Source: an optimization exercise on an open RTL-to-GDS flow (aim: small area). Production flows keep margins and buffers that such runs may drop. RTL that was checked went through simulation tests only; none was proved equivalent to the original. Only the layout flow was run in runs 2 and 3; the RTL was not checked for function there. Power and IR drop assume default switching activity.

**flow/config.mk**
```make
export PLATFORM = sky130hd
export DESIGN_NAME = stdp_synapse_top
export DESIGN_NICKNAME = stdp_synapse_top
export VERILOG_FILES = /design/flow/design.v
export SDC_FILE = /design/flow/constraint.sdc
export NUM_CORES = 4
export LEC_CHECK = 0
export CAP_MARGIN = 20
export CORE_MARGIN = 2
export CORE_UTILIZATION = 40
export SLEW_MARGIN = 20
```
**flow/constraint.sdc**
```tcl
create_clock -name core_clock -period 7.0 [get_ports {clock}]
set_input_delay 1.4000 -clock core_clock [delete_from_list [all_inputs] [get_ports {clock}]]
set_output_delay 1.4000 -clock core_clock [all_outputs]
set_load 0.01 [all_outputs]
```
**flow/design.v**
```verilog
package stdp_pkg;
  localparam int HIST_LEN  = 16;  
  localparam int MAX_DT    = 12;  
  localparam int SYN_IDX_W = 4;   
  localparam int WEIGHT_W  = 16;
  localparam int DT_W      = $clog2(MAX_DT + 1);
  typedef logic [HIST_LEN-1:0]  hist_t;     
  typedef logic [SYN_IDX_W-1:0] syn_idx_t;
  typedef logic [DT_W-1:0]      dt_t;       
  typedef logic [7:0]           prob_t;     
  typedef logic [WEIGHT_W-1:0]  weight_t;   
endpackage
`timescale 1ns/1ps
module spike_history #(
  parameter int N_SYN = 16
) (
  input  logic               clock,
  input  logic               rst,
  input  logic               shift,      
  input  logic               post_spike,
  input  logic [N_SYN-1:0]   pre_spike,
  input  stdp_pkg::syn_idx_t syn_sel,
  output logic [3:0]         post_age,
  output logic [3:0]         pre_age
);
  logic [3:0] post_q;
  logic [3:0] pre_q [N_SYN];
  function automatic logic [3:0] age_next(input logic [3:0] a, input logic s);
    if (s)
      age_next = 4'd0;
    else if (a == 4'd15)
      age_next = 4'd15;
    else
      age_next = a + 4'd1;
  endfunction
  always_ff @(posedge clock)
  begin
    if (rst)
    begin
      post_q <= 4'd15;
      for (int i = 0; i < N_SYN; i++)
      begin
        pre_q[i] <= 4'd15;
      end
    end
    else if (shift)
    begin
      post_q <= age_next(post_q, post_spike);
      for (int i = 0; i < N_SYN; i++)
      begin
        pre_q[i] <= age_next(pre_q[i], pre_spike[i]);
      end
    end
  end
  assign post_age = post_q;
  assign pre_age  = pre_q[syn_sel];
endmodule
`timescale 1ns/1ps
module spike_timing (
  input  logic       [3:0] post_age,
  input  logic       [3:0] pre_age,
  output logic             pair_any,   
  output logic             pair_ltd,   
  output stdp_pkg::dt_t    pair_dt     
);
  logic post_new;
  logic pre_new;
  assign post_new = (post_age == 4'd0);
  assign pre_new  = (pre_age == 4'd0);
  assign pair_any = post_new | pre_new;
  assign pair_ltd = ~post_new & pre_new;
  assign pair_dt  = post_new ? pre_age : post_age;
endmodule
`timescale 1ns/1ps
module plasticity_decision #(
  parameter logic [7:0] LFSR_SEED = 8'hFF  
) (
  input  logic                clock,
  input  logic                rst,
  input  logic                learn,
  input  stdp_pkg::syn_idx_t  syn_sel,
  input  logic                pair_any,
  input  logic                pair_ltd,
  input  stdp_pkg::dt_t       pair_dt,
  output logic                upd_valid,  
  output logic                upd_fire,   
  output logic                upd_up,     
  output stdp_pkg::syn_idx_t  upd_index
);
  logic [7:0]         lfsr_q;
  logic [7:0]         lfsr_n;
  stdp_pkg::prob_t    ltp_prob;
  stdp_pkg::prob_t    ltd_prob;
  stdp_pkg::prob_t    prob;
  logic               hit;
  logic               p_valid;
  logic               p_hit;
  logic               p_up;
  stdp_pkg::syn_idx_t p_index;
  assign lfsr_n = {lfsr_q[6:0], lfsr_q[0] ^ lfsr_q[2] ^ lfsr_q[3] ^ lfsr_q[5]};
  always_ff @(posedge clock)
  begin
    if (rst)
      lfsr_q <= LFSR_SEED;
    else
      lfsr_q <= lfsr_n;
  end
  always_comb
  begin
    case (pair_dt)
      4'd1:    ltp_prob = 8'd255;
      4'd2:    ltp_prob = 8'd199;
      4'd3:    ltp_prob = 8'd155;
      4'd4:    ltp_prob = 8'd120;
      4'd5:    ltp_prob = 8'd94;
      4'd6:    ltp_prob = 8'd73;
      4'd7:    ltp_prob = 8'd57;
      4'd8:    ltp_prob = 8'd44;
      4'd9:    ltp_prob = 8'd35;
      4'd10:   ltp_prob = 8'd27;
      4'd11:   ltp_prob = 8'd21;
      4'd12:   ltp_prob = 8'd16;
      default: ltp_prob = 8'd0;
    endcase
  end
  always_comb
  begin
    case (pair_dt)
      4'd1:    ltd_prob = 8'd255;
      4'd2:    ltd_prob = 8'd225;
      4'd3:    ltd_prob = 8'd199;
      4'd4:    ltd_prob = 8'd175;
      4'd5:    ltd_prob = 8'd155;
      4'd6:    ltd_prob = 8'd136;
      4'd7:    ltd_prob = 8'd120;
      4'd8:    ltd_prob = 8'd106;
      4'd9:    ltd_prob = 8'd94;
      4'd10:   ltd_prob = 8'd83;
      4'd11:   ltd_prob = 8'd73;
      4'd12:   ltd_prob = 8'd64;
      default: ltd_prob = 8'd0;
    endcase
  end
  assign prob = pair_ltd ? ltd_prob : ltp_prob;
  assign hit  = learn & pair_any & (prob > lfsr_n);
  always_ff @(posedge clock)
  begin
    if (rst)
    begin
      p_valid   <= 1'b0;
      p_hit     <= 1'b0;
      upd_valid <= 1'b0;
      upd_fire  <= 1'b0;
    end
    else
    begin
      p_valid   <= learn;
      p_hit     <= hit;
      upd_valid <= p_valid;
      upd_fire  <= p_hit;
    end
  end
  always_ff @(posedge clock)
  begin
    p_up      <= ~pair_ltd;
    p_index   <= syn_sel;
    upd_up    <= p_up;
    upd_index <= p_index;
  end
endmodule
`timescale 1ns/1ps
module weight_store #(
  parameter int          N_SYN       = 16,
  parameter logic [15:0] INIT_WEIGHT = 16'd2
) (
  input  logic               clock,
  input  logic               rst,
  input  logic               upd_fire,
  input  logic               upd_up,
  input  stdp_pkg::syn_idx_t upd_index,
  input  stdp_pkg::syn_idx_t rd_sel,
  output stdp_pkg::weight_t  rd_weight
);
  stdp_pkg::weight_t mem [N_SYN];
  stdp_pkg::weight_t cur;    
  stdp_pkg::weight_t wdata;  
  logic              sat;    
  logic [N_SYN-1:0]  we;
  assign cur   = mem[upd_index];
  assign sat   = upd_up ? (&cur) : ~(|cur);
  assign wdata = rst ? INIT_WEIGHT : (upd_up ? cur + 16'd1 : cur - 16'd1);
  always_comb
  begin
    for (int i = 0; i < N_SYN; i++)
    begin
      we[i] = rst | (upd_fire & ~sat & (upd_index == i));
    end
  end
  always_ff @(posedge clock)
  begin
    for (int i = 0; i < N_SYN; i++)
    begin
      if (we[i])
        mem[i] <= wdata;
    end
  end
  assign rd_weight = mem[rd_sel];
endmodule
`timescale 1ns/1ps
module stdp_synapse_top #(
  parameter int          N_SYN       = 16,     
  parameter logic [15:0] INIT_WEIGHT = 16'd2,
  parameter logic [7:0]  LFSR_SEED   = 8'hFF
) (
  input  logic               clock,
  input  logic               rst,
  input  logic               shift,
  input  logic               post_spike,
  input  logic               learn,
  input  logic [N_SYN-1:0]   pre_spike,
  input  stdp_pkg::syn_idx_t syn_sel,
  input  stdp_pkg::syn_idx_t rd_sel,
  output stdp_pkg::weight_t  rd_weight,
  output logic               upd_valid,
  output logic               upd_fire,
  output logic               upd_up
);
  logic [3:0]         post_age;
  logic [3:0]         pre_age;
  logic               pair_any;
  logic               pair_ltd;
  stdp_pkg::dt_t      pair_dt;
  stdp_pkg::syn_idx_t upd_index;
  spike_history #(
    .N_SYN (N_SYN)
  ) hist0 (
    .clock      (clock),
    .rst        (rst),
    .shift      (shift),
    .post_spike (post_spike),
    .pre_spike  (pre_spike),
    .syn_sel    (syn_sel),
    .post_age   (post_age),
    .pre_age    (pre_age)
  );
  spike_timing timing0 (
    .post_age (post_age),
    .pre_age  (pre_age),
    .pair_any (pair_any),
    .pair_ltd (pair_ltd),
    .pair_dt  (pair_dt)
  );
  plasticity_decision #(
    .LFSR_SEED (LFSR_SEED)
  ) decide0 (
    .clock     (clock),
    .rst       (rst),
    .learn     (learn),
    .syn_sel   (syn_sel),
    .pair_any  (pair_any),
    .pair_ltd  (pair_ltd),
    .pair_dt   (pair_dt),
    .upd_valid (upd_valid),
    .upd_fire  (upd_fire),
    .upd_up    (upd_up),
    .upd_index (upd_index)
  );
  weight_store #(
    .N_SYN       (N_SYN),
    .INIT_WEIGHT (INIT_WEIGHT)
  ) store0 (
    .clock     (clock),
    .rst       (rst),
    .upd_fire  (upd_fire),
    .upd_up    (upd_up),
    .upd_index (upd_index),
    .rd_sel    (rd_sel),
    .rd_weight (rd_weight)
  );
endmodule
```
**flow/run.sh**
```bash
#!/bin/bash
# synth_recipe.tcl (not shown) runs the flow's synth.tcl, then flattens the netlist and writes it again
# the make line also repeats each setting of config.mk as NAME=value (left out here)
make -C /OpenROAD-flow-scripts/flow DESIGN_CONFIG=/design/flow/config.mk WORK_HOME=/design/flow/orfs CLKGATE_MAP_FILE= SYNTH_SCRIPT=/design/flow/synth_recipe.tcl finish
```
==> flow_metrics.py, run 1 <==
metrics = {
    "hold_path": {
        "min_from": "decide0.p_index[2]",
        "whs_endpoint": "decide0.upd_index[2]",
        "min_path_type": "reg2reg",
        "hold_depth": 0,
    },
    "synthesis": {
        "avgSynthCellArea_um2": 11.0,
        "ys_seq_area_frac": 0.516,
        "synth_seq_cells": 345,
        "ys_types": 102,
        "synth_edf_count": 256,
        "synth_ff_type": "edfxtp_1",
        "synthArstFlopShare": 0,
        "yosysWarningCount": 5,
        "synth_area_mm2": 0.0184,
        "syn_inst": 1665,
    },
    "cells_and_area": {
        "most-common-layout-cells": "edfxtp_1 (256), a21oi_1 (146), a22oi_1 (111)",
        "layout_commonest_cell": "edfxtp_1",
        "final_area_mm2": 0.0208,
        "nets": 1783,
        "diodes": 0,
        "syn2layout_area_growth_pct": 13.4,
        "drive_gt1_frac": 0.128,
    },
    "grt": {
        "grt_first_pass_wirelength_mm": 96.2,
        "antenna_found_initial": 2,
        "grt_max_degree": 70,
        "grtUsageTotal": 0.272,
        "grt_pass1_vias": 14700,
        "grt.overflow.total": 0,
    },
    "worst_setup_path": {
        "reg2reg_slack_ps": 1510,
        "crit_slowest_cell": "nor2_1",
        "cp_max_fo": 9,
        "max_stage_delay_ps": 870,
        "crit_arrival_ps": 4530,
        "cp.required_ps": 5600,
        "r2r-start": "decide0.upd_index[3]",
        "reg2reg_depth": 14,
        "timing.rr.end": "store0.mem[3][7]",
        "worst_setup_path_start_kind": "primary input",
        "path_cells": "clkdlybuf4s50_1 > nand2_1 > nor2_1 > buf_4 > a22oi_1 > nand4_1 > o22a_1 > clkdlybuf4s50_1",
        "critPathKind": "in2out",
        "cp-end-kind": "primary output",
        "path_common_cell": "clkdlybuf4s50_1",
    },
    "clock_network": {
        "cts_resized": 0,
        "cts_tree": "done",
        "htreeDepth": 2,
        "cts_inserted_buffers": 40,
        "path_clk_slew_ps": 60,
        "cts_buffer_depth": 3,
        "clock-sinks": 345,
        "hold_buffers": 0,
        "cts_root_buffer": "clkbuf_16",
        "cts_setup_buffers": 0,
        "clk_latency_ps": 580,
    },
    "power_and_ir_drop": {
        "power.density_mw_per_mm2": 275,
        "p_leak_uw": 0.00760,
        "peakVddDrop_uv": 209,
        "finalPower_uw": 5720,
    },
    "floorplanning": {
        "row_count": 78,
        "io_pins": 48,
        "core-area_mm2": 0.0454,
        "die-area_mm2": 0.0476,
        "initial_core_util": 0.404,
        "die_width_um": 218,
        "die_h_um": 218,
    },
    "routing": {
        "wl_per_cell_um": 28.2,
        "via_count": 15700,
        "met3_length_mm": 8.76,
        "drt-met1-wl_mm": 24.7,
        "drc": 0,
        "ant_nets": 0,
        "top_layer": "met5",
        "postRouteWirelength_mm": 65.9,
        "routed_via_density": 6.70,
        "met2WireLength_mm": 28.7,
        "drt_iter0_markers": 2328,
        "drtPass1Iterations": 7,
    },
    "run": {
        "maxCapViolCount": 0,
    },
    "place": {
        "place_congestion": 0.934,
        "placedInstanceArea_mm2": 0.0195,
        "dp_slack_ps": 862,
        "numPortBuffers": 47,
        "hpwl_mm": 41.8,
    },
    "timing": {
        "setup_slack_ps": 1070,
        "finalHoldViolCount": 0,
        "max_slew_margin": 0.236,
        "max_freq_mhz": 169,
        "finalCriticalPeriod_ps": 5930,
        "finClkSkew_ps": 34.3,
        "worst_pin_slew_ps": 1140,
        "final-max-slew-violation-count": 0,
        "setup_violations": 0,
        "rsz0062_at_grt": "false",
        "post-route-period-util": 0.847,
        "finalSetupTns_ps": 0,
    },
    "run_status": {
        "status": "timing/DRC/antenna clean",
    },
}
flip-flops by register name (all words and copies together) (netlist names):
name	flops
decide0.lfsr_q	7
decide0.p_hit	1
decide0.p_index	4
decide0.p_up	1
decide0.p_valid	1
decide0.upd_fire	1
decide0.upd_index	4
decide0.upd_up	1
decide0.upd_valid	1
hist0.post_q	4
hist0.pre_q	64
store0.mem	256
per-layer routing:
layer | vias to the layer above | GRT usage
li1 | 6713 | -
met1 | 7511 | 0.357
met2 | 1154 | 0.417
met3 | 273 | 0.0739
met4 | 4 | 0.132
met5 | - | 0
metrics by stage:
stage                     instances  hold slack [ps]   util
final                          2337              324  0.459
after global routing           2337              341  0.459
after CTS                      2337              323  0.459
after detailed placement       2266              312  0.429
after global placement         2266              312  0.429
after floorplan                1665              310      -
worst max path at each step:
stage                           from             to  slack (ps)
after global routing       rd_sel[2]  rd_weight[15]        1020
after detailed placement  syn_sel[0]  decide0.p_hit         860
after global placement    syn_sel[0]  decide0.p_hit         990
after floorplan           syn_sel[3]  decide0.p_hit        2380
final                      rd_sel[2]  rd_weight[13]        1070
after CTS                  rd_sel[2]  rd_weight[13]        1190
area by class of cell:
| type | instances | area, µm² |
|---|---|---|
| Clock inverter | 25 | 328 |
| Fill cell | 4168 | 24600 |
| Clock buffer | 46 | 1020 |
| Timing Repair Buffer | 112 | 963 |
| Sequential cell | 345 | 9470 |
| Inverter | 28 | 109 |
| Tap cell | 600 | 751 |
| Multi-Input combinational cell | 1181 | 8170 |
cell families (layout without fill, tap and decap cells):
group                      after synthesis  in the layout  synth area share
AOI/OAI and AO/OA                      622            622             0.243
xor gates and xnor gates                14             14           0.00668
muxes                                   49             49            0.0297
and+or+nand+nor                        450            450             0.132
DFF                                    345            345             0.516
adders and majority gates               46             46            0.0318
buffers and inverters                  139            211            0.0417
power breakdown:
| group | switching, µW | internal (µW) | leakage [µW] |
|---|---|---|---|
| Sequential | 172 | 2470 | 0.00333 |
| Combinational | 558 | 338 | 0.00360 |
| Clock | 865 | 1310 | 0.000661 |
| Total | 1600 | 4120 | 0.00760 |
cells in the mapped netlist (23+ instances only):
cell	number	area [µm²]
dfxtp_1	89	1780
a22oi_1	111	833
edfxtp_1	256	7690
nand2b_1	23	144
o21ai_0	43	215
o21bai_1	32	240
or2_2	29	181
inv_1	24	90.1
clkbuf_1	46	173
buf_2	25	125
a21oi_1	146	731
nor2_1	82	308
a31oi_1	34	213
a22o_1	31	272
a221oi_1	26	228
nand3_1	75	375
nor2b_1	23	144
a21o_1	23	173
nand4_1	26	163
nand2_1	85	319
mux2i_1	29	290
ha_1	45	563
critical path: cells and delay by family:
family	cells	cell delay, ps
AOI/OAI and AO/OA	2	300
buffers and inverters	3	1590
and+or+nand+nor	3	1210
==> run 2, diff against run 1 <==
--- a/flow/design.v
+++ b/flow/design.v
@@ -4,6 +4,7 @@
   localparam int SYN_IDX_W = 4;   
   localparam int WEIGHT_W  = 16;
   localparam int DT_W      = $clog2(MAX_DT + 1);
+  localparam logic [3:0] AGE_NONE = 4'd6;  
   typedef logic [HIST_LEN-1:0]  hist_t;     
   typedef logic [SYN_IDX_W-1:0] syn_idx_t;
   typedef logic [DT_W-1:0]      dt_t;       
@@ -28,19 +29,17 @@
   function automatic logic [3:0] age_next(input logic [3:0] a, input logic s);
     if (s)
       age_next = 4'd0;
-    else if (a == 4'd15)
-      age_next = 4'd15;
     else
-      age_next = a + 4'd1;
+      age_next = {~a[1], ~(a[0] ^ a[3]), a[2], ~a[0] & ~(a[1] & a[2])};
   endfunction
   always_ff @(posedge clock)
   begin
     if (rst)
     begin
-      post_q <= 4'd15;
+      post_q <= stdp_pkg::AGE_NONE;
       for (int i = 0; i < N_SYN; i++)
       begin
-        pre_q[i] <= 4'd15;
+        pre_q[i] <= stdp_pkg::AGE_NONE;
       end
     end
     else if (shift)
@@ -65,11 +64,31 @@
 );
   logic post_new;
   logic pre_new;
+  logic [3:0] srch;  
   assign post_new = (post_age == 4'd0);
   assign pre_new  = (pre_age == 4'd0);
   assign pair_any = post_new | pre_new;
   assign pair_ltd = ~post_new & pre_new;
-  assign pair_dt  = post_new ? pre_age : post_age;
+  assign srch     = post_new ? pre_age : post_age;
+  always_comb
+  begin
+    case (srch)
+      4'd0:    pair_dt = 4'd0;
+      4'd13:   pair_dt = 4'd1;
+      4'd14:   pair_dt = 4'd2;
+      4'd2:    pair_dt = 4'd3;
+      4'd5:    pair_dt = 4'd4;
+      4'd10:   pair_dt = 4'd5;
+      4'd1:    pair_dt = 4'd6;
+      4'd8:    pair_dt = 4'd7;
+      4'd9:    pair_dt = 4'd8;
+      4'd12:   pair_dt = 4'd9;
+      4'd11:   pair_dt = 4'd10;
+      4'd4:    pair_dt = 4'd11;
+      4'd15:   pair_dt = 4'd12;
+      default: pair_dt = 4'd15;  
+    endcase
+  end
 endmodule
 `timescale 1ns/1ps
 module plasticity_decision #(
@@ -142,7 +161,16 @@
     endcase
   end
   assign prob = pair_ltd ? ltd_prob : ltp_prob;
-  assign hit  = learn & pair_any & (prob > lfsr_n);
+  logic gt;
+  always_comb
+  begin
+    gt = 1'b0;
+    for (int k = 0; k < 8; k++)
+    begin
+      gt = (prob[k] & ~lfsr_n[k]) | (~(prob[k] ^ lfsr_n[k]) & gt);
+    end
+  end
+  assign hit  = learn & pair_any & gt;
   always_ff @(posedge clock)
   begin
     if (rst)
@@ -186,14 +214,36 @@
   stdp_pkg::weight_t wdata;  
   logic              sat;    
   logic [N_SYN-1:0]  we;
-  assign cur   = mem[upd_index];
-  assign sat   = upd_up ? (&cur) : ~(|cur);
-  assign wdata = rst ? INIT_WEIGHT : (upd_up ? cur + 16'd1 : cur - 16'd1);
+  logic [N_SYN-1:0] upd_oh;  
+  logic [N_SYN-1:0] rd_oh;   
+  always_comb
+  begin
+    cur       = '0;
+    rd_weight = '0;
+    for (int i = 0; i < N_SYN; i++)
+    begin
+      upd_oh[i] = (upd_index == i);
+      rd_oh[i]  = (rd_sel == i);
+      cur       = cur | (mem[i] & {16{upd_oh[i]}});
+      rd_weight = rd_weight | (mem[i] & {16{rd_oh[i]}});
+    end
+  end
+  logic [16:0] carry;
+  always_comb
+  begin
+    carry[0] = 1'b1;
+    for (int k = 0; k < 16; k++)
+    begin
+      carry[k+1] = carry[k] & ~(cur[k] ^ upd_up);
+    end
+  end
+  assign sat   = carry[16];  
+  assign wdata = rst ? INIT_WEIGHT : (cur ^ carry[15:0]);
   always_comb
   begin
     for (int i = 0; i < N_SYN; i++)
     begin
-      we[i] = rst | (upd_fire & ~sat & (upd_index == i));
+      we[i] = rst | (upd_fire & ~sat & upd_oh[i]);
     end
   end
   always_ff @(posedge clock)
@@ -204,7 +254,6 @@
         mem[i] <= wdata;
     end
   end
-  assign rd_weight = mem[rd_sel];
 endmodule
 `timescale 1ns/1ps
 module stdp_synapse_top #(
--- a/flow/config.mk
+++ b/flow/config.mk
@@ -5,7 +5,9 @@
 export SDC_FILE = /design/flow/constraint.sdc
 export NUM_CORES = 4
 export LEC_CHECK = 0
+export ABC_AREA = 1
 export CAP_MARGIN = 20
 export CORE_MARGIN = 2
 export CORE_UTILIZATION = 40
+export CTS_BUF_LIST = sky130_fd_sc_hd__clkbuf_8
 export SLEW_MARGIN = 20
==> run 2 against run 1 <==
  * Area after synthesis down 9.7%
  * Design area down 8.6%
  * Maximum frequency down 5.3%
  * Clock power down 19%
  * Critical path depth up 10
  * Final cell count up 4.9%
  * Critical path type unchanged
  * Largest power group unchanged
  * Highest routed layer is now met4
==> flow_metrics.py, run 2 <==
metrics = {
    "run_status": {
        "status": "timing/DRC/antenna clean",
    },
    "synthesis": {
        "ys_types": 47,
        "yosysWarningCount": 6,
        "avgSynthCellArea_um2": 9.37,
        "synthTopCellsByCount": "nand2_1 (409), edfxtp_1 (256), inv_1 (235)",
        "synthArstFlopShare": 0,
        "synth_top_area_frac": 0.464,
        "synth_edf_count": 256,
        "syn_inst": 1769,
        "yosys-top-cells-area": "edfxtp_1 (46%), dfxtp_1 (11%), nand2_1 (9.3%)",
        "synth_seq_cells": 345,
        "yosys.area.top_type": "edfxtp_1",
        "synth_ff_type": "edfxtp_1",
        "synth_area_mm2": 0.0166,
        "ys_seq_area_frac": 0.571,
        "yosysMostFrequentCell": "nand2_1",
    },
    "clock_network": {
        "cts_inserted_buffers": 59,
        "path_clk_slew_ps": 60,
        "cts_root_buffer": "clkbuf_8",
        "cts_setup_buffers": 0,
        "hold_buffers": 0,
        "htreeDepth": 2,
        "cts_resized": 0,
        "clk_latency_ps": 680,
        "cts_buffer_depth": 3,
        "cts_tree": "done",
        "clock-sinks": 345,
    },
    "floorplanning": {
        "core-area_mm2": 0.0408,
        "row_count": 74,
        "initial_core_util": 0.406,
        "die-area_mm2": 0.0431,
        "die_width_um": 208,
        "io_pins": 48,
        "die_h_um": 208,
    },
    "routing": {
        "routed_via_density": 5.83,
        "ant_nets": 0,
        "via_count": 14300,
        "drt_iter0_markers": 1833,
        "postRouteWirelength_mm": 57.1,
        "drtPass1Iterations": 7,
        "wl_per_cell_um": 23.3,
        "drc": 0,
    },
    "cells_and_area": {
        "multi_input_area_mm2": 0.00595,
        "nets": 1918,
        "largest_reg_flops": 256,
        "layout_commonest_cell": "nand2_1",
        "most-common-layout-cells": "nand2_1 (408), edfxtp_1 (256), inv_1 (253)",
        "regMostFlops": "store0.mem",
        "fillerInstances": 3879,
        "syn2layout_area_growth_pct": 14.7,
        "drive_gt1_frac": 0.103,
        "regArea_mm2": 0.00947,
        "diodes": 0,
        "top_regs": "store0.mem (256), hist0.pre_q (64), decide0.lfsr_q (7)",
    },
    "worst_setup_path": {
        "path_common_cell": "a21oi_1",
        "reg2reg_depth": 21,
        "crit_arrival_ps": 4860,
        "cp.required_ps": 5600,
        "r2r-start": "decide0.upd_index[2]",
        "path_cells": "clkdlybuf4s50_1 > nor2_1 > inv_1 > nor2_1 > buf_4 > inv_1 > o22ai_1 > a21oi_1 > nand2_1 > a221oi_1 > o221ai_1 > a21oi_1 > o221ai_1 > a21oi_1 > o21ai_0 > a21oi_1 > o221ai_1 > clkdlybuf4s50_1",
        "max_stage_delay_ps": 520,
        "critPathKind": "in2out",
        "worst_setup_path_start_kind": "primary input",
        "timing.rr.end": "store0.mem[5][9]",
        "cp-end-kind": "primary output",
        "reg2reg_slack_ps": 1440,
        "crit_family": "buffers and inverters",
        "crit_slowest_cell": "clkdlybuf4s50_1",
        "cp_max_fo": 12,
        "path_buf_inv": 5,
    },
    "timing": {
        "final-max-slew-violation-count": 0,
        "max_slew_margin": 0.215,
        "finalCriticalPeriod_ps": 6260,
        "rsz0062_at_grt": "false",
        "worst_pin_slew_ps": 1180,
        "finalHoldViolCount": 0,
        "post-route-period-util": 0.895,
        "setup_violations": 0,
        "finClkSkew_ps": 68.0,
        "finalSetupTns_ps": 0,
        "setup_slack_ps": 736,
        "max_freq_mhz": 160,
    },
    "grt": {
        "grt_busiest_layer": "met2",
        "grtUsageMet2": 0.403,
        "grt_max_degree": 68,
        "grt_first_pass_wirelength_mm": 84.3,
        "grt_pass1_vias": 13900,
        "grt_util_met1": 0.326,
        "grt.overflow.total": 0,
        "antenna_found_initial": 1,
        "grtUsageTotal": 0.260,
        "grt.met3_usage": 0.0764,
    },
    "hold_path": {
        "hold_depth": 0,
        "min_path_type": "reg2reg",
        "whs_endpoint": "decide0.upd_up",
        "min_from": "decide0.p_up",
    },
    "place": {
        "dp_slack_ps": 781,
        "hpwl_mm": 37.0,
        "place_congestion": 0.950,
        "numPortBuffers": 47,
    },
    "power_and_ir_drop": {
        "power.density_mw_per_mm2": 261,
        "p_leak_uw": 0.00754,
        "peakVddDrop_uv": 166,
    },
    "run": {
        "maxCapViolCount": 0,
    },
}
-- run 2: worst max path at each step --
stage / to / cells past startpoint / start / slack (ps)
final: rd_weight[2] / 18 / rd_sel[3] / 740
after global routing: rd_weight[2] / 18 / rd_sel[3] / 420
after CTS: rd_weight[2] / 18 / rd_sel[3] / 830
after detailed placement: decide0.p_hit / 39 / syn_sel[2] / 780
after global placement: rd_weight[4] / 16 / rd_sel[3] / 860
after floorplan: decide0.p_hit / 38 / syn_sel[3] / 2140
-- run 2: metal layers --
metal | vias to the layer above | share of wire
li1 | 6418 | -
met1 | 6713 | 0.38
met2 | 943 | 0.45
met3 | 213 | 0.12
met4 | 0 | 0.055
met5 | - | 0
-- run 2: power breakdown --
group | leakage (µW) | total (µW) | switching [µW] | internal [µW]
registers | 0.00334 | 2530 | 94.9 | 2430
logic | 0.00356 | 683 | 470 | 212
clock network | 0.000642 | 1760 | 871 | 891
total | 0.00754 | 4970 | 1440 | 3540
-- run 2: kinds of logic (layout without fill, tap and decap cells) --
| group | after synthesis | count (layout) | share of synthesized area |
|---|---|---|---|
| AO/OA/AOI/OAI | 391 | 391 | 0.156 |
| flip-flops | 345 | 345 | 0.571 |
| XOR/XNOR | 15 | 15 | 0.00792 |
| AND/OR/NAND/NOR | 687 | 687 | 0.179 |
| adder cells (fa/ha/maj) | 18 | 18 | 0.0136 |
| buffers and inverters | 312 | 462 | 0.0719 |
| multiplexers | 1 | 1 | 0.000604 |
-- run 2: cell type report --
type                       instances  share of cell area
inverter                         256              0.0505
clock inverter                    48              0.0146
multi-input combinational       1112               0.313
clock buffer                      61              0.0441
sequential                       345               0.498
tap                              532              0.0350
timing repair buffer              97              0.0449
-- run 2: per-stage QoR --
stage          cell area (µm²)  hold slack [ps]  total power, µW  instances  utilization
2_1_floorplan            16600              310             2950       1769            -
3_3_place_gp             17800              311             3220       2340        0.437
3_5_place_dp             17900              316             3230       2340        0.437
4_1_cts                  19000              337             4980       2449        0.465
5_1_grt                  19000              342             5180       2451        0.466
6_report                 19000              337             4970       2451        0.466
==> run 3, diff against run 2 <==
--- a/flow/config.mk
+++ b/flow/config.mk
@@ -6,8 +6,8 @@
 export NUM_CORES = 4
 export LEC_CHECK = 0
 export ABC_AREA = 1
-export CAP_MARGIN = 20
+export CAP_MARGIN = 0
 export CORE_MARGIN = 2
 export CORE_UTILIZATION = 40
-export CTS_BUF_LIST = sky130_fd_sc_hd__clkbuf_8
-export SLEW_MARGIN = 20
+export CTS_BUF_LIST = sky130_fd_sc_hd__clkbuf_4
+export SLEW_MARGIN = 0
==> run 3 against run 2 <==
  * Routed wire length rose by 0.24%
  * Design area grew 0.30%
  * Core utilization is 0.14 points higher
  * First-iteration DRC count is 1.7% higher
  * Die area unchanged
  * Still clean on timing, DRC and antenna
  * Combinational power hardly changed
==> flow_metrics.py, run 3 <==
metrics = {
    "clock_network": {
        "htreeDepth": 3,
        "cts_inserted_buffers": 93,
        "cts_root_buffer": "clkbuf_4",
        "cts_resized": 0,
        "clock-sinks": 345,
        "cts_tree": "done",
        "clk_latency_ps": 840,
        "cts_buffer_depth": 3,
        "path_clk_slew_ps": 50,
        "hold_buffers": 0,
        "cts_setup_buffers": 0,
    },
    "run": {
        "maxCapViolCount": 0,
    },
    "cells_and_area": {
        "top_regs": "store0.mem (256), hist0.pre_q (64), decide0.lfsr_q (7)",
        "largest_reg_flops": 256,
        "fin_util": 0.467,
        "drive_gt1_frac": 0.135,
        "most-common-layout-cells": "nand2_1 (409), edfxtp_1 (256), inv_1 (235)",
        "syn2layout_area_growth_pct": 15.1,
        "regMostFlops": "store0.mem",
        "layout_commonest_cell": "nand2_1",
        "fillerInstances": 3900,
        "nets": 1950,
    },
    "synthesis": {
        "syn_inst": 1769,
        "ys_seq_area_frac": 0.571,
        "synthTopCellsByCount": "nand2_1 (409), edfxtp_1 (256), inv_1 (235)",
        "yosys.area.top_type": "edfxtp_1",
        "yosysMostFrequentCell": "nand2_1",
        "avgSynthCellArea_um2": 9.37,
        "synth_seq_cells": 345,
        "synth_edf_count": 256,
        "yosys-top-cells-area": "edfxtp_1 (46%), dfxtp_1 (11%), nand2_1 (9.3%)",
        "synth_ff_type": "edfxtp_1",
        "synth_area_mm2": 0.0166,
        "ys_types": 47,
        "synth_top_area_frac": 0.464,
        "yosysWarningCount": 6,
        "synthArstFlopShare": 0,
    },
    "timing": {
        "max_freq_mhz": 159,
        "rsz0062_at_grt": "false",
        "max_slew_margin": 0.157,
        "finClkSkew_ps": 71.1,
        "final-max-slew-violation-count": 0,
        "finalHoldViolCount": 0,
        "finalSetupTns_ps": 0,
        "setup_violations": 0,
        "worst_pin_slew_ps": 1260,
        "post-route-period-util": 0.900,
        "finalCriticalPeriod_ps": 6300,
        "whs_ps": 296,
    },
    "routing": {
        "drtPass1Iterations": 6,
        "drt_iter0_markers": 1864,
        "via_count": 14700,
        "ant_nets": 0,
        "postRouteWirelength_mm": 57.3,
        "drc": 0,
        "routed_via_density": 5.85,
        "wl_per_cell_um": 22.8,
    },
    "grt": {
        "grt.overflow.total": 0,
        "grt_max_degree": 68,
        "grt_pass1_vias": 14100,
        "grtUsageTotal": 0.262,
        "grt_first_pass_wirelength_mm": 84.9,
        "antenna_found_initial": 3,
    },
    "power_and_ir_drop": {
        "p_leak_uw": 0.00761,
        "peakVddDrop_uv": 143,
        "power.density_mw_per_mm2": 264,
    },
    "run_status": {
        "status": "timing/DRC/antenna clean",
    },
    "worst_setup_path": {
        "crit_arrival_ps": 4900,
        "cp.required_ps": 5600,
        "critPathKind": "in2out",
        "cp_max_fo": 12,
        "crit_path_start": "rd_sel[3]",
        "worst_setup_path_start_kind": "primary input",
        "cp-end-kind": "primary output",
        "r2r-start": "decide0.upd_index[0]",
    },
    "floorplanning": {
        "die_width_um": 208,
        "row_count": 74,
        "io_pins": 48,
        "core-area_mm2": 0.0408,
        "initial_core_util": 0.406,
        "die-area_mm2": 0.0431,
        "die_h_um": 208,
    },
    "hold_path": {
        "min_from": "decide0.p_up",
        "min_path_type": "reg2reg",
    },
    "place": {
        "place_congestion": 0.950,
        "numPortBuffers": 47,
        "hpwl_mm": 37.1,
    },
}
## run 3: metrics by stage
| step | std cells | power, µW | worst slack (ps) | cell area, µm² |
|---|---|---|---|---|
| 3_5_place_dp | 2340 | 3230 | 780 | 17800 |
| 5_1_grt | 2510 | 5270 | 424 | 19100 |
| 4_1_cts | 2508 | 5070 | 787 | 19100 |
| 6_report | 2512 | 5050 | 699 | 19100 |
| 3_3_place_gp | 2340 | 3220 | 859 | 17800 |
| 2_1_floorplan | 1769 | 2950 | 2140 | 16600 |
## run 3: critical path, cell delays in order
cell             delay (ps)
clkdlybuf4s50_1         520
nor2_1                   70
inv_1                   120
nor2_1                   90
buf_4                   170
inv_1                   490
o22ai_1                 150
a21oi_1                 140
nand2_1                  70
a221oi_1                200
o221ai_1                160
a21oi_1                 150
o221ai_1                130
a21oi_1                 140
o21ai_0                 100
a21oi_1                 140
o221ai_1                130
clkdlybuf4s50_1         500
## run 3: final cells by class
| type | instances | area, µm² | area share |
|---|---|---|---|
| well taps | 532 | 666 | 0.0349 |
| clock inverters | 16 | 81.3 | 0.00426 |
| repair buffers | 95 | 831 | 0.0435 |
| multi-input cells | 1112 | 5920 | 0.310 |
| diodes | 4 | 10.0 | 0.000525 |
| clock buffers | 152 | 1140 | 0.0598 |
| inverters | 256 | 961 | 0.0504 |
| flip-flops and latches | 345 | 9470 | 0.496 |
## run 3: cells by family (layout without fill, tap and decap cells)
family                   count (synthesis)  count (layout)  synth area share
XOR/XNOR                                15              15           0.00792
AND/OR/NAND/NOR                        687             687             0.179
adder cells (fa/ha/maj)                 18              18            0.0136
multiplexers                             1               1          0.000604
flip-flops                             345             345             0.571
other                                    0               4                 0
buffers and inverters                  312             519            0.0719
AO/OA/AOI/OAI                          391             391             0.156
## run 3: path summary, 6_finish.rpt
kind	depth (start not counted)	end	slack, ps
setup / recovery	18	rd_weight[2]	700
hold / removal	0	decide0.upd_up	300
setup reg to reg	20	store0.mem[14][10]	1220
hold reg to reg	0	decide0.upd_up	300
## run 3: routing by layer
layer  share of wire  GRT usage  vias up  wire length [µm]
met1            0.38      0.325     6931             21500
met3            0.13     0.0871      225              7370
met4           0.049      0.147        0              2840
met2            0.45      0.403     1013             25500
li1                -          -     6530                 -
met5               0          0        -                 0
## run 3: power by group
group	leakage (µW)	switching, µW	internal (µW)	total [µW]
Sequential	0.00334	93.7	2430	2530
Clock	0.000731	864	977	1840
Combinational	0.00354	470	209	680
==> run 4, diff against run 3 <==
--- a/flow/design.v
+++ b/flow/design.v
@@ -104,7 +104,7 @@
   output logic                upd_valid,  
   output logic                upd_fire,   
   output logic                upd_up,     
-  output stdp_pkg::syn_idx_t  upd_index
+  output logic [15:0]         upd_onehot  
 );
   logic [7:0]         lfsr_q;
   logic [7:0]         lfsr_n;
@@ -193,7 +193,7 @@
     p_up      <= ~pair_ltd;
     p_index   <= syn_sel;
     upd_up    <= p_up;
-    upd_index <= p_index;
+    upd_onehot <= 16'd1 << p_index;
   end
 endmodule
 `timescale 1ns/1ps
@@ -205,7 +205,7 @@
   input  logic               rst,
   input  logic               upd_fire,
   input  logic               upd_up,
-  input  stdp_pkg::syn_idx_t upd_index,
+  input  logic [N_SYN-1:0]   upd_onehot,
   input  stdp_pkg::syn_idx_t rd_sel,
   output stdp_pkg::weight_t  rd_weight
 );
@@ -214,7 +214,6 @@
   stdp_pkg::weight_t wdata;  
   logic              sat;    
   logic [N_SYN-1:0]  we;
-  logic [N_SYN-1:0] upd_oh;  
   logic [N_SYN-1:0] rd_oh;   
   always_comb
   begin
@@ -222,9 +221,8 @@
     rd_weight = '0;
     for (int i = 0; i < N_SYN; i++)
     begin
-      upd_oh[i] = (upd_index == i);
       rd_oh[i]  = (rd_sel == i);
-      cur       = cur | (mem[i] & {16{upd_oh[i]}});
+      cur       = cur | (mem[i] & {16{upd_onehot[i]}});
       rd_weight = rd_weight | (mem[i] & {16{rd_oh[i]}});
     end
   end
@@ -243,7 +241,7 @@
   begin
     for (int i = 0; i < N_SYN; i++)
     begin
-      we[i] = rst | (upd_fire & ~sat & upd_oh[i]);
+      we[i] = rst | (upd_fire & ~sat & upd_onehot[i]);
     end
   end
   always_ff @(posedge clock)
@@ -279,7 +277,7 @@
   logic               pair_any;
   logic               pair_ltd;
   stdp_pkg::dt_t      pair_dt;
-  stdp_pkg::syn_idx_t upd_index;
+  logic [15:0]        upd_onehot;
   spike_history #(
     .N_SYN (N_SYN)
   ) hist0 (
@@ -312,7 +310,7 @@
     .upd_valid (upd_valid),
     .upd_fire  (upd_fire),
     .upd_up    (upd_up),
-    .upd_index (upd_index)
+    .upd_onehot (upd_onehot)
   );
   weight_store #(
     .N_SYN       (N_SYN),
@@ -322,7 +320,7 @@
     .rst       (rst),
     .upd_fire  (upd_fire),
     .upd_up    (upd_up),
-    .upd_index (upd_index),
+    .upd_onehot (upd_onehot),
     .rd_sel    (rd_sel),
     .rd_weight (rd_weight)
   );
==> flow/config.mk (replaced) <==
export PLATFORM = sky130hd
export DESIGN_NAME = stdp_synapse_top
export DESIGN_NICKNAME = stdp_synapse_top
export VERILOG_FILES = /design/flow/design.v
export SDC_FILE = /design/flow/constraint.sdc
export NUM_CORES = 4
export LEC_CHECK = 0
export CAP_MARGIN = 20
export CORE_MARGIN = 2
export CORE_UTILIZATION = 40
export CTS_BUF_LIST = sky130_fd_sc_hd__clkbuf_16
export CTS_CLUSTER_DIAMETER = 100
export CTS_CLUSTER_SIZE = 25
export GPL_TIMING_DRIVEN = 0
export SLEW_MARGIN = 20
==> run 4 against run 3 <==
  * Sequential share of layout area increased by 4.2 points
  * Maximum frequency decreased by 5.3%
  * Worst setup slack got worse by 350 ps
  * Critical endpoint is now decide0.p_hit
  * Largest power group unchanged
==> flow_metrics.py, run 4 <==
metrics = {
    "clock_network": {
        "cts_resized": 0,
        "clk_latency_ps": 540,
        "htreeDepth": 1,
        "cts_tree": "done",
        "clock-sinks": 357,
        "cts_root_buffer": "clkbuf_16",
        "path_clk_slew_ps": 100,
        "hold_buffers": 0,
        "cts_buffer_depth": 3,
        "cts_setup_buffers": 0,
        "cts_inserted_buffers": 18,
    },
    "worst_setup_path": {
        "cp-end-kind": "register",
        "worst_setup_path_start_kind": "primary input",
        "crit_arrival_ps": 7120,
        "max_stage_delay_ps": 660,
        "cp_max_fo": 10,
        "critPathKind": "in2reg",
        "path_buf_inv": 4,
        "crit_slowest_cell": "clkdlybuf4s50_1",
        "crit_family": "compound AO/OA/AOI/OAI gates",
        "path_common_cell": "ha_1",
        "path_cells": "clkdlybuf4s50_1 > buf_2 > mux2i_1 > o221ai_1 > or4_4 > a31oi_4 > inv_1 > ha_1 > mux2_1 > a211o_1 > ha_1 > inv_1 > mux2_2 > a221oi_2 > a21oi_1 > ha_1 > o21ai_0 > nand2b_1 > a21oi_1 > nor3b_1 > o221ai_1 > a31oi_1",
        "cp.required_ps": 7470,
    },
    "place": {
        "dp_slack_ps": -142,
        "place_congestion": 0.953,
        "numPortBuffers": 45,
        "hpwl_mm": 36.2,
        "dp_cells": 1912,
    },
    "cells_and_area": {
        "regMostFlops": "store0.mem",
        "fin_util": 0.451,
        "top_regs": "store0.mem (256), hist0.pre_q (64), decide0.upd_onehot (16)",
        "most-common-layout-cells": "edfxtp_1 (256), a221oi_1 (112), a22o_1 (110)",
        "diodes": 0,
        "drive_gt1_frac": 0.0726,
        "stdcell_count": 1943,
        "nets": 1453,
        "fillerInstances": 3690,
        "syn2layout_area_growth_pct": 10.7,
        "largest_reg_flops": 256,
        "layout_commonest_cell": "edfxtp_1",
    },
    "floorplanning": {
        "io_pins": 48,
        "core-area_mm2": 0.0400,
        "die_h_um": 206,
        "row_count": 73,
        "die-area_mm2": 0.0424,
        "initial_core_util": 0.407,
        "die_width_um": 206,
    },
    "run": {
        "maxCapViolCount": 0,
    },
    "routing": {
        "drc": 0,
        "via_count": 13100,
        "drtPass1Iterations": 6,
        "postRouteWirelength_mm": 58.2,
        "wl_per_cell_um": 29.9,
        "ant_nets": 0,
        "drt_iter0_markers": 1920,
        "routed_via_density": 6.74,
    },
    "timing": {
        "worst_pin_slew_ps": 1300,
        "max_freq_mhz": 150,
        "setup_slack_ps": 349,
        "finClkSkew_ps": 14.7,
        "rsz0062_at_grt": "false",
        "finalHoldViolCount": 0,
        "finalCriticalPeriod_ps": 6650,
        "setup_violations": 0,
        "post-route-period-util": 0.950,
        "finalSetupTns_ps": 0,
        "final-max-slew-violation-count": 0,
        "max_slew_margin": 0.135,
    },
    "synthesis": {
        "synth_top_area_frac": 0.472,
        "yosysWarningCount": 6,
        "synth_edf_count": 256,
        "syn_inst": 1336,
        "synth_ff_type": "edfxtp_1",
        "synthArstFlopShare": 0,
        "synth_seq_cells": 357,
        "avgSynthCellArea_um2": 12.2,
        "yosys.area.top_type": "edfxtp_1",
        "synth_area_mm2": 0.0163,
        "synthTopCellsByCount": "edfxtp_1 (256), a221oi_1 (112), a22o_1 (110)",
        "yosysMostFrequentCell": "edfxtp_1",
        "ys_types": 82,
        "ys_seq_area_frac": 0.596,
        "yosys-top-cells-area": "edfxtp_1 (47%), dfxtp_1 (12%), a221oi_1 (6.0%)",
    },
    "grt": {
        "grt.overflow.total": 0,
        "grt_first_pass_wirelength_mm": 82.9,
        "grt_max_degree": 27,
        "antenna_found_initial": 0,
        "grtUsageTotal": 0.271,
        "grt_pass1_vias": 12400,
    },
    "power_and_ir_drop": {
        "power.density_mw_per_mm2": 246,
        "peakVddDrop_uv": 180,
        "p_leak_uw": 0.00635,
        "finalPower_uw": 4430,
    },
    "hold_path": {
        "min_path_type": "reg2reg",
    },
    "run_status": {
        "status": "timing/DRC/antenna clean",
    },
}
[run 4: cell types whose count changed after synthesis, sizes merged, moves of 43 or more]
cell,delta
a221oi,+47
a22o,+101
a22oi,+43
nand2,-371
nand3,-80
inv,-236
o21ai,-73
[run 4: path summary, 6_finish.rpt]
path,startpoint,endpoint,slack [ps],cells after the start
max reg2reg,hist0.pre_q[14][0],decide0.p_hit,1780,21
min reg2reg,decide0.p_up,decide0.upd_up,330,0
min,decide0.p_up,decide0.upd_up,330,0
max,syn_sel[0],decide0.p_hit,350,22
[run 4: final cells by class]
class / count / area (µm²) / area share
flip-flops and latches: 357 / 9710 / 0.538
multi-input cells: 865 / 6140 / 0.340
well taps: 525 / 657 / 0.0364
repair buffers: 51 / 503 / 0.0279
clock buffers: 19 / 475 / 0.0264
plain buffers: 97 / 434 / 0.0241
inverters: 17 / 63.8 / 0.00354
clock inverters: 12 / 56.3 / 0.00312
[run 4: through the flow]
stage | area, µm² | hold WS [ps]
after global placement | 17400 | 310
after global routing | 18000 | 346
after floorplan | 16300 | 310
final | 18000 | 335
after detailed placement | 17500 | 312
after CTS | 18000 | 336
[run 4: cells by family (layout without fill, tap and decap cells)]
family | Yosys count | after routing | share of synthesized area
adders and majority gates | 17 | 17 | 0.0131
xor gates and xnor gates | 43 | 43 | 0.0231
AOI/OAI and AO/OA | 473 | 473 | 0.223
muxes | 21 | 21 | 0.0145
and+or+nand+nor | 311 | 311 | 0.100
DFF | 357 | 357 | 0.596
buffers and inverters | 114 | 196 | 0.0304
[run 4: metal layers]
layer | GRT usage | share of wire
met5 | 0 | 0
met1 | 0.351 | 0.38
met2 | 0.427 | 0.44
met4 | 0.115 | 0.049
met3 | 0.0740 | 0.13
[run 4: where the power goes]
part	leakage (µW)	total [µW]	switching [µW]	internal, µW
Combinational	0.00262	620	404	215
Sequential	0.00343	2620	123	2500
Clock	0.000295	1190	691	502
==> run 5, diff against run 4 <==
==> flow/flow/run.sh (new file) <==
#!/bin/bash
# Layout: the standard flow (standard.sh), with two changes passed to ORFS
# through its own variables:
#  - clock tree: no dummy loads, and leaf clusters sized for this design
#  - port buffers: the smallest buffer cell instead of the resizer's pick
#  - synthesis buffers removed at floorplan (placement is not timing driven)
# Each tool's output stays in ORFS's own logs (orfs/logs/...); the make output
# of the whole run goes to standard.log.
set -euo pipefail
HERE="$(cd "$(dirname "${BASH_SOURCE[0]}")" && pwd)"
source "$HERE/knobs.sh"
export CTS_ARGS
export BUFFER_PORTS_ARGS
export REMOVE_ABC_BUFFERS=1
bash standard.sh > standard.log 2>&1
==> flow/flow/knobs.sh (new file) <==
CTS_ARGS="-sink_clustering_enable -repair_clock_nets -dont_use_dummy_load -buf_list sky130_fd_sc_hd__clkbuf_16 -sink_clustering_size 25 -sink_clustering_max_diameter 100"
BUFFER_PORTS_ARGS="-buffer_cell sky130_fd_sc_hd__buf_1"
==> flow/standard.sh (new file) <==
#!/bin/bash
# synth_recipe.tcl (not shown) runs the flow's synth.tcl, then flattens the netlist and writes it again
# the make line also repeats each setting of config.mk as NAME=value (left out here)
make -C /OpenROAD-flow-scripts/flow DESIGN_CONFIG=/design/flow/config.mk WORK_HOME=/design/flow/orfs CLKGATE_MAP_FILE= SYNTH_SCRIPT=/design/flow/synth_recipe.tcl "${@:-finish}"
--- a/flow/config.mk
+++ b/flow/config.mk
@@ -8,8 +8,5 @@
 export CAP_MARGIN = 20
 export CORE_MARGIN = 2
 export CORE_UTILIZATION = 40
-export CTS_BUF_LIST = sky130_fd_sc_hd__clkbuf_16
-export CTS_CLUSTER_DIAMETER = 100
-export CTS_CLUSTER_SIZE = 25
 export GPL_TIMING_DRIVEN = 0
 export SLEW_MARGIN = 20
removed: flow/run.sh
==> run 5 against run 4 <==
  * Register-to-register slack better by 130 ps
  * Highest routed layer unchanged
  * Area after synthesis stayed put
  * Non-clock buffer count is 76 lower
==> flow_metrics.py, run 5 <==
metrics = {
    "synthesis": {
        "avgSynthCellArea_um2": 12.2,
        "synthArstFlopShare": 0,
        "yosys-top-cells-area": "edfxtp_1 (47%), dfxtp_1 (12%), a221oi_1 (6.0%)",
        "synth_top_area_frac": 0.472,
        "synth_ff_type": "edfxtp_1",
        "synthTopCellsByCount": "edfxtp_1 (256), a221oi_1 (112), a22o_1 (110)",
        "yosys.area.top_type": "edfxtp_1",
        "synth_edf_count": 256,
        "yosysWarningCount": 6,
        "syn_inst": 1336,
        "ys_types": 82,
        "ys_seq_area_frac": 0.596,
        "synth_area_mm2": 0.0163,
        "synth_seq_cells": 357,
        "yosysMostFrequentCell": "edfxtp_1",
    },
    "routing": {
        "postRouteWirelength_mm": 51.9,
        "drc": 0,
        "via_count": 12400,
        "wl_per_cell_um": 28.0,
        "ant_nets": 0,
        "routed_via_density": 6.67,
        "drt_iter0_markers": 1992,
        "drtPass1Iterations": 5,
    },
    "worst_setup_path": {
        "critical_path_depth": 20,
        "worst_setup_path_start_kind": "primary input",
        "cp-end-kind": "register",
        "timing.rr.end": "decide0.p_hit",
        "path_buf_inv": 2,
        "crit_end": "decide0.p_hit",
        "reg2reg_slack_ps": 1910,
        "crit_arrival_ps": 6740,
        "cp.required_ps": 7380,
        "crit_family": "simple AND/OR/NAND/NOR gates",
        "critPathKind": "in2reg",
        "path_cells": "buf_2 > nor2b_2 > a221oi_2 > a211oi_1 > or4_4 > a31oi_4 > inv_1 > ha_1 > o221a_2 > nor2_2 > mux2_2 > a221oi_2 > a21oi_1 > ha_1 > nor4_1 > nand2_1 > a21oi_1 > nor3b_1 > o221ai_1 > a31oi_1",
        "r2r-start": "hist0.pre_q[11][1]",
        "crit_path_start": "syn_sel[1]",
        "max_stage_delay_ps": 700,
        "reg2reg_depth": 20,
        "cp_max_fo": 34,
        "crit_slowest_cell": "nor2_2",
    },
    "cells_and_area": {
        "stdcell_count": 1856,
        "drive_gt1_frac": 0.0910,
        "regMostFlops": "store0.mem",
        "nets": 1377,
        "largest_reg_flops": 256,
        "syn2layout_area_growth_pct": 8.12,
        "layout_commonest_cell": "edfxtp_1",
        "fillerInstances": 3656,
        "top_regs": "store0.mem (256), hist0.pre_q (64), decide0.upd_onehot (16)",
        "most-common-layout-cells": "edfxtp_1 (256), a221oi_1 (112), a22o_1 (110)",
        "fin_util": 0.440,
    },
    "clock_network": {
        "cts_tree": "done",
        "cts_inserted_buffers": 18,
        "clk_latency_ps": 540,
        "hold_buffers": 0,
        "path_clk_slew_ps": 90,
        "htreeDepth": 1,
        "cts_root_buffer": "clkbuf_16",
        "clock-sinks": 357,
        "cts_resized": 0,
        "cts_buffer_depth": 3,
        "cts_setup_buffers": 0,
    },
    "place": {
        "dp_cells": 1834,
        "hpwl_mm": 30.2,
        "numPortBuffers": 47,
        "place_congestion": 0.875,
    },
    "timing": {
        "setup_violations": 0,
        "max_freq_mhz": 157,
        "worst_pin_slew_ps": 1290,
        "max_slew_margin": 0.140,
        "finalHoldViolCount": 0,
        "post-route-period-util": 0.909,
        "final-max-slew-violation-count": 0,
        "finalCriticalPeriod_ps": 6370,
        "rsz0062_at_grt": "false",
        "finClkSkew_ps": 39.9,
    },
    "grt": {
        "grt_pass1_vias": 11800,
        "grt_max_degree": 85,
        "grt.overflow.total": 0,
        "grtUsageTotal": 0.242,
        "antenna_found_initial": 2,
        "grt_first_pass_wirelength_mm": 75.9,
    },
    "run": {
        "maxCapViolCount": 0,
    },
    "floorplanning": {
        "io_pins": 48,
        "die_h_um": 206,
        "row_count": 73,
        "die-area_mm2": 0.0424,
        "core-area_mm2": 0.0400,
        "die_width_um": 206,
        "initial_core_util": 0.407,
    },
    "power_and_ir_drop": {
        "p_leak_uw": 0.00612,
        "peakVddDrop_uv": 200,
        "power.density_mw_per_mm2": 242,
    },
    "run_status": {
        "status": "timing/DRC/antenna clean",
    },
    "hold_path": {
        "min_path_type": "reg2reg",
        "hold_depth": 0,
    },
}
run 5: cell types whose count changed in the layout (fill, tap and decap cells not counted), moves of 10 or more:
cell	before	now
inv_1	24	14
dfxtp_1	101	90
clkbuf_1	69	0
buf_1	5	42
dfxtp_2	0	11
clkdlybuf4s50_1	45	0
run 5: where the power goes:
group,switching [µW],internal [µW],leakage [µW]
Sequential,145,2500,0.00344
Combinational,351,183,0.00246
Clock,631,463,0.000222
Total,1130,3140,0.00612
run 5: area by class of cell:
cell class,count,area [µm²],area share
Tap cell,525,657,0.0373
Timing Repair Buffer,72,512,0.0290
Inverter,17,66.3,0.00376
Clock buffer,18,450,0.0256
Sequential cell,357,9720,0.552
Multi-Input combinational cell,865,6210,0.352
Antenna cell,2,5.00,0.000284
run 5: logic make-up (layout without fill, tap and decap cells):
group | Yosys count | after routing | synth area share
other | 0 | 2 | 0
AOI/OAI and AO/OA | 473 | 473 | 0.223
xor gates and xnor gates | 43 | 43 | 0.0231
and+or+nand+nor | 311 | 311 | 0.100
adders and majority gates | 17 | 17 | 0.0131
buffers and inverters | 114 | 107 | 0.0304
muxes | 21 | 21 | 0.0145
DFF | 357 | 357 | 0.596
run 5: worst min-delay path by stage:
| stage | startpoint | endpoint |
|---|---|---|
| after floorplan | decide0.p_up | decide0.upd_up |
| after global placement | decide0.p_up | decide0.upd_up |
| after detailed placement | decide0.p_up | decide0.upd_up |
| after CTS | decide0.p_up | decide0.upd_up |
| after global routing | decide0.p_up | decide0.upd_up |
| final | decide0.p_up | decide0.upd_up |
run 5: metrics by stage:
stage	hold WS [ps]	setup WS (ps)	cell area, µm²	total power (µW)	TNS, ps
2_1_floorplan	310	1040	15900	2960	0
3_3_place_gp	310	-881	16700	3180	-8250
3_5_place_dp	324	-300	17100	3200	-300
4_1_cts	346	233	17600	4280	0
5_1_grt	351	168	17600	4430	0
6_report	340	634	17600	4270	0
run 5: routing by layer:
metal | global-route usage | up-vias | part of all wire
met3 | 0.0537 | 168 | 0.12
met5 | 0 | - | 0
li1 | - | 5339 | -
met2 | 0.379 | 859 | 0.44
met4 | 0.0878 | 0 | 0.042
met1 | 0.330 | 6020 | 0.40
==> run 6, diff against run 5 <==
==> flow/flow/run.sh (replaced) <==
#!/bin/bash
# Layout: the standard flow (standard.sh), with two changes passed to ORFS
# through its own variables:
#  - clock tree: no dummy loads, and leaf clusters sized for this design
#  - port buffers: the smallest buffer cell instead of the resizer's pick
# Each tool's output stays in ORFS's own logs (orfs/logs/...); the make output
# of the whole run goes to standard.log.
set -euo pipefail
HERE="$(cd "$(dirname "${BASH_SOURCE[0]}")" && pwd)"
source "$HERE/knobs.sh"
export CTS_ARGS
export BUFFER_PORTS_ARGS
bash standard.sh > standard.log 2>&1
==> flow/flow/knobs.sh (replaced) <==
CTS_ARGS="-sink_clustering_enable -repair_clock_nets -dont_use_dummy_load -buf_list sky130_fd_sc_hd__clkbuf_8 -sink_clustering_size 12 -sink_clustering_max_diameter 60"
BUFFER_PORTS_ARGS="-buffer_cell sky130_fd_sc_hd__buf_1"
--- a/flow/config.mk
+++ b/flow/config.mk
@@ -8,5 +8,4 @@
 export CAP_MARGIN = 20
 export CORE_MARGIN = 2
 export CORE_UTILIZATION = 40
-export GPL_TIMING_DRIVEN = 0
 export SLEW_MARGIN = 20
==> run 6 against run 5 <==
  * Final cell count rose by 1.9%
  * Global-route usage rose by 0.33 points
  * Still clean
  * Via count fell by 0.13%
  * First-iteration DRC count fell by 18%
  * Worst setup slack improved by 330 ps
  * Worst hold slack got worse by 11 ps
  * Total power rose by 2.1%
  * Clock skew rose by 38 ps
  * Synthesized cell count did not move
  * Critical endpoint unchanged
  * Sequential share of layout area barely moved
  * Maximum frequency rose by 5.4%
  * Design area fell by 0.11%
  * Critical path type unchanged
==> flow_metrics.py, run 6 <==
metrics = {
    "synthesis": {
        "synthArstFlopShare": 0,
        "synth_top_family_by_area": "compound AO/OA/AOI/OAI gates",
        "synthAdderAreaFrac": 0.0131,
        "synth-compound-area-share": 0.223,
        "synth_mux_area_frac": 0.0145,
        "yosys.area_share.simple": 0.100,
        "yosys-top-cells-area": "edfxtp_1 (47%), dfxtp_1 (12%), a221oi_1 (6.0%)",
        "synth_xor_area_frac": 0.0231,
        "yosysWarningCount": 6,
        "synth_ff_type": "edfxtp_1",
        "avgSynthCellArea_um2": 12.2,
        "ys_seq_area_frac": 0.596,
        "synthTopCellsByCount": "edfxtp_1 (256), a221oi_1 (112), a22o_1 (110)",
        "synth_seq_cells": 357,
        "synth_top_area_frac": 0.472,
        "yosys.area.top_type": "edfxtp_1",
        "yosysMostFrequentCell": "edfxtp_1",
        "syn_inst": 1336,
        "synth_area_mm2": 0.0163,
        "synth_edf_count": 256,
        "ys_types": 82,
    },
    "cells_and_area": {
        "top_regs": "store0.mem (256), hist0.pre_q (64), decide0.upd_onehot (16)",
        "syn2layout_area_growth_pct": 8.01,
        "drive_gt1_frac": 0.0980,
        "stdcell_count": 1892,
        "largest_reg_flops": 256,
        "regMostFlops": "store0.mem",
        "fillerInstances": 3708,
        "most-common-layout-cells": "edfxtp_1 (256), a221oi_1 (112), a22o_1 (110)",
        "layout_commonest_cell": "edfxtp_1",
        "nets": 1415,
        "diodes": 0,
    },
    "floorplanning": {
        "core-area_mm2": 0.0400,
        "die_width_um": 206,
        "die-area_mm2": 0.0424,
        "initial_core_util": 0.407,
        "io_pins": 48,
        "row_count": 73,
        "die_h_um": 206,
    },
    "power_and_ir_drop": {
        "netSwitchingFraction": 0.272,
        "internal_power_uw": 3170,
        "pwr-share-clk": 0.273,
        "combPwrFrac": 0.125,
        "peakVddDrop_uv": 178,
        "switching_power_uw": 1190,
        "pwr-share-seq": 0.602,
        "p_leak_uw": 0.00621,
        "power.density_mw_per_mm2": 248,
    },
    "clock_network": {
        "clock-sinks": 357,
        "cts_resized": 0,
        "hold_buffers": 0,
        "clk_latency_ps": 640,
        "htreeDepth": 2,
        "cts_buffer_depth": 3,
        "cts_setup_buffers": 0,
        "cts_root_buffer": "clkbuf_8",
        "path_clk_slew_ps": 70,
        "cts_inserted_buffers": 39,
        "cts_tree": "done",
    },
    "run_status": {
        "status": "timing/DRC/antenna clean",
    },
    "timing": {
        "post-route-period-util": 0.862,
        "worst_pin_slew_ps": 1240,
        "finalCriticalPeriod_ps": 6040,
        "finalHoldViolCount": 0,
        "finClkSkew_ps": 77.5,
        "setup_violations": 0,
        "rsz0062_at_grt": "false",
        "finalSetupTns_ps": 0,
        "max_slew_margin": 0.173,
        "max_freq_mhz": 166,
        "final-max-slew-violation-count": 0,
    },
    "routing": {
        "routed_via_density": 6.54,
        "drt_iter0_markers": 1641,
        "drtPass1Iterations": 6,
        "postRouteWirelength_mm": 52.1,
        "via_count": 12400,
        "wl_per_cell_um": 27.5,
        "ant_nets": 0,
        "drc": 0,
    },
    "grt": {
        "grtUsageTotal": 0.246,
        "grt.overflow.total": 0,
        "grt_first_pass_wirelength_mm": 75.8,
        "grt_pass1_vias": 11800,
        "antenna_found_initial": 1,
        "grt_max_degree": 120,
    },
    "worst_setup_path": {
        "cp-end-kind": "register",
        "path_cells": "buf_1 > nor2b_2 > a221oi_2 > a211oi_1 > or4_4 > a31oi_4 > inv_1 > ha_1 > mux2_1 > a211o_1 > ha_1 > inv_1 > mux2_2 > a221oi_2 > a21oi_1 > ha_1 > nor4_1 > nand2_1 > a21oi_1 > nor3b_1 > o221ai_1 > a31oi_1",
        "path_common_cell": "ha_1",
        "max_stage_delay_ps": 580,
        "crit_slowest_cell": "or4_4",
        "critPathKind": "in2reg",
        "cp_max_fo": 17,
        "path_buf_inv": 3,
        "crit_arrival_ps": 6460,
        "crit_family": "compound AO/OA/AOI/OAI gates",
        "worst_setup_path_start_kind": "primary input",
        "cp.required_ps": 7420,
        "critical_path_depth": 22,
        "reg2reg_depth": 21,
    },
    "place": {
        "place_congestion": 0.844,
        "dp_cells": 1853,
        "numPortBuffers": 47,
        "hpwl_mm": 29.1,
    },
    "hold_path": {
        "min_path_type": "reg2reg",
        "hold_depth": 0,
    },
    "run": {
        "maxCapViolCount": 0,
    },
}
==> run 6: cell counts after synthesis <==
No cell type changed its count.
==> run 6: worst paths after layout <==
path,from,end,slack [ps]
max,syn_sel[1],decide0.p_hit,960
min,decide0.p_up,decide0.upd_up,330
max reg2reg,hist0.pre_q[15][0],decide0.p_hit,2060
min reg2reg,decide0.p_up,decide0.upd_up,330
==> run 6: power groups by stage <==
stage               clock, µW  combinational (µW)  sequential (µW)
CTS                      1220                 538             2620
floorplan                   0                 374             2610
detailed placement          0                 537             2660
global route             1290                 591             2640
global placement            0                 529             2660
finish                   1190                 546             2620
==> run 6: area by class of cell <==
| class | count | area, µm² | share of cell area |
|---|---|---|---|
| inverters | 17 | 65.1 | 0.00370 |
| multi-input cells | 865 | 6130 | 0.349 |
| flip-flops and latches | 357 | 9710 | 0.552 |
| clock buffers | 39 | 537 | 0.0305 |
| repair buffers | 89 | 495 | 0.0282 |
| well taps | 525 | 657 | 0.0373 |
==> run 6: stage by stage <==
stage	utilization	power [µW]	setup slack (ps)	cell area [µm²]	hold WS, ps
final	0.440	4360	963	17600	328
after global routing	0.440	4520	526	17600	334
after CTS	0.440	4380	998	17600	332
after detailed placement	0.426	3200	425	17100	314
after global placement	0.426	3190	531	17100	311
after floorplan	-	2990	1370	16300	310
==> run 6: kinds of logic after synthesis <==
family          after synthesis
buf+inv                     114
compound gates              473
simple gates                311
fa+ha+maj                    17
xor+xnor                     43
mux                          21
flops                       357
==> run 6: metal layers <==
layer,track usage,share of wire,up-vias
met5,0,0.00025,-
met4,0.106,0.042,2
met3,0.0741,0.12,177
met2,0.379,0.45,781
met1,0.320,0.39,6005
li1,-,-,5405

re-timing with driven ports:
The results above use ideal ports. As a check the final layouts listed here were re-extracted and re-timed, cells and wires unchanged. Step 1 (the two cells are an assumption about what drives the block):
set clk [get_ports {clock}]
set_driving_cell -lib_cell sky130_fd_sc_hd__clkbuf_16 $clk
set_driving_cell -lib_cell sky130_fd_sc_hd__buf_2 [delete_from_list [all_inputs] $clk]
Step 2 times the ports against the registers' clock, not the clock port: input delays grow and output delays shrink by t, the midpoint of the rising clock arrivals with the driver on. a / b / c = ideal ports / drivers / drivers and shift; a / b = the first two.
run | shift t [ns] | slack for setup (ns) | clock arrival spread, ns | worst data-port slew with drivers (ns)
run 1 | 0.619 | 1.069 / 1.038 / 0.754 | 0.035 / 0.034 | 0.07
run 2 | 0.700 | 0.736 / 0.710 / 0.695 | 0.068 / 0.068 | 0.06
run 3 | 0.851 | 0.699 / 0.672 / 0.672 | 0.076 / 0.076 | 0.05
run 4 | 0.589 | 0.349 / 0.356 / -0.215 | 0.017 / 0.017 | 0.05
run 5 | 0.556 | 0.634 / 0.660 / 0.103 | 0.061 / 0.061 | 0.07
run 6 | 0.646 | 0.963 / 0.963 / 0.317 | 0.077 / 0.078 | 0.06
With both steps, setup timing fails in run 4, where it was met with ideal ports. The setup slack of run 6, which loses most, moves by 0.000 ns with the drivers and by -0.646 ns with both steps.
